This is an optimization exercise on Yosys and OpenROAD, whose aim is small area, not a production implementation.
Function was checked by simulation only, so behaviour that the tests miss may differ from the original.
Power and IR drop assume default switching activity.

Design clk_divider_top, start of the top module:
module clk_divider_top (
    input  wire logic                 int_osc,
    input  wire logic                 rst,
    input  wire clk_div_pkg::master_t master_period_i,
    input  wire clk_div_pkg::duty_t   duty_cycle_i,
    output logic [4-1:0]     wave_o
);
Size in the first run: about 610 cells after synthesis, roughly 120 flip-flops, about 24 I/O pins, roughly 6100 sq um of cells after synthesis.
==> flow/config.mk <==
export PLATFORM = sky130hd
export DESIGN_NAME = clk_divider_top
export DESIGN_NICKNAME = clk_divider_top
export VERILOG_FILES = /design/flow/design.v
export SDC_FILE = /design/flow/constraint.sdc
export NUM_CORES = 4
export LEC_CHECK = 0
export CAP_MARGIN = 20
export CORE_MARGIN = 2
export CORE_UTILIZATION = 70
export SLEW_MARGIN = 20
==> flow/constraint.sdc <==
create_clock -name core_clock -period 12.0 [get_ports {int_osc}]
set_input_delay 2.4000 -clock core_clock [delete_from_list [all_inputs] [get_ports {int_osc}]]
set_output_delay 2.4000 -clock core_clock [all_outputs]
set_load 0.01 [all_outputs]
standard.sh (not shown) runs the stock make flow with config.mk's settings and CLKGATE_MAP_FILE= SYNTH_SCRIPT=/design/flow/synth_recipe.tcl, a recipe that flattens the netlist after the stock synthesis.
==> flow/flow/run.sh <==
#!/bin/bash
# Own layout flow: the standard synthesis and layout (standard.sh), with
# the smallest buffer on each port and a clock tree without dummy loads.
set -euo pipefail
bash standard.sh synth > synth.log 2>&1
export BUFFER_PORTS_ARGS="-buffer_cell sky130_fd_sc_hd__buf_1"
export CTS_ARGS="-sink_clustering_enable -repair_clock_nets -dont_use_dummy_load -buf_list sky130_fd_sc_hd__clkbuf_4 -sink_clustering_size 16 -sink_clustering_max_diameter 60"
bash standard.sh finish > layout.log 2>&1
The first run went through all stages and came out clean.
Rerun with:
--- a/flow/flow/run.sh
+++ b/flow/flow/run.sh
@@ -2,2 +2,7 @@
-# Own layout flow: the standard synthesis and layout (standard.sh), with
-# the smallest buffer on each port and a clock tree without dummy loads.
+# Own layout flow: the standard layout (standard.sh) with three changes.
+#  1. Synthesis is the standard flow's synthesis script (synth_recipe.tcl, the same
+#     registers, flattening and renaming) with the adder extraction left out
+#     and ABC run with the area-oriented script flow/area.abc.
+#  2. Every port gets the smallest buffer, buf_1.
+#  3. The clock tree uses clkbuf_4 and no dummy loads.
+# Each step's full output goes to a log file of its own in this folder.
@@ -5 +10,8 @@
-bash standard.sh synth > synth.log 2>&1
+here=$(pwd)
+sed "s#log_cmd abc {\*}\$abc_args#log_cmd abc -script ${here}/flow/area.abc {*}[lrange \$abc_args 2 end]#" \
+    "${FLOW_HOME}/scripts/synth.tcl" > synth_area.tcl
+grep -q "flow/area.abc" synth_area.tcl
+sed "s#source \$::env(SCRIPTS_DIR)/synth.tcl#source ${here}/synth_area.tcl#" \
+    synth_recipe.tcl > synth_own.tcl
+grep -q "synth_area.tcl" synth_own.tcl
+bash standard.sh synth SYNTH_SCRIPT="${here}/synth_own.tcl" ADDER_MAP_FILE= > synth.log 2>&1
==> flow/flow/area.abc (new file) <==
strash
dc2
dch -f
amap
topo
dnsize -c
Synthesized area drops by about 11%.
Clock skew grows by 0.0086 ns.
Via count grows by about 16%.
Final area drops by 7.8%.
Setup slack degrades by 0.86 ns.
Wire length came out higher by 6.8%.
Total power hardly moves.
Final cell count came out higher by about 10%.
Sequential power hardly moves.
Critical path depth goes up by 12.
Rerun with:
==> flow/flow/run.sh (replaced) <==
#!/bin/bash
# Own layout flow: the standard synthesis and layout (standard.sh), with
# the smallest buffer on each port and a clock tree without dummy loads.
set -euo pipefail
bash standard.sh synth > synth.log 2>&1
export BUFFER_PORTS_ARGS="-buffer_cell sky130_fd_sc_hd__buf_1"
export CTS_ARGS="-sink_clustering_enable -repair_clock_nets -dont_use_dummy_load -buf_list sky130_fd_sc_hd__clkbuf_8 -sink_clustering_size 30 -sink_clustering_max_diameter 100"
bash standard.sh finish > layout.log 2>&1
removed: flow/flow/area.abc
Global-route usage went down by 4.5 points.
Area after synthesis went up by roughly a tenth.
Non-clock buffer count went down by 1.
Worst setup slack gains 0.85 ns.
Die area went up by roughly a tenth.
Design area went up by roughly a tenth.
Synthesized cell count went down by a few percent.
Final cell count went down by a little under a tenth.
Via count went down by about a fifth.

## afterwards: timing with drivers on the ports
Ports are ideal in the flow. The routed layouts listed here were re-timed in OpenROAD. Step 1, drivers: a clkbuf_16 drives int_osc and a buf_2 each remaining input, both assumed. Step 2 times the ports against the registers' clock, not the clock port: input delays grow and output delays shrink by t, the midpoint of the rising clock arrivals with the driver on. Three values: ideal ports, drivers, drivers and shift; two values: the first two.
run | t, ns | setup WS [ns] | clock arrival spread, ns | worst register clock-pin slew, ns | worst data-port slew with drivers (ns)
the first run | 0.494 | 7.651 / 7.651 / 7.651 | 0.042 / 0.042 | 0.11 / 0.11 | 0.04
the second run | 0.500 | 6.788 / 6.788 / 6.788 | 0.052 / 0.051 | 0.11 / 0.11 | 0.03
the third run | 0.434 | 7.639 / 7.639 / 7.639 | 0.028 / 0.027 | 0.07 / 0.07 | 0.04
After both steps every run listed still meets setup and hold.
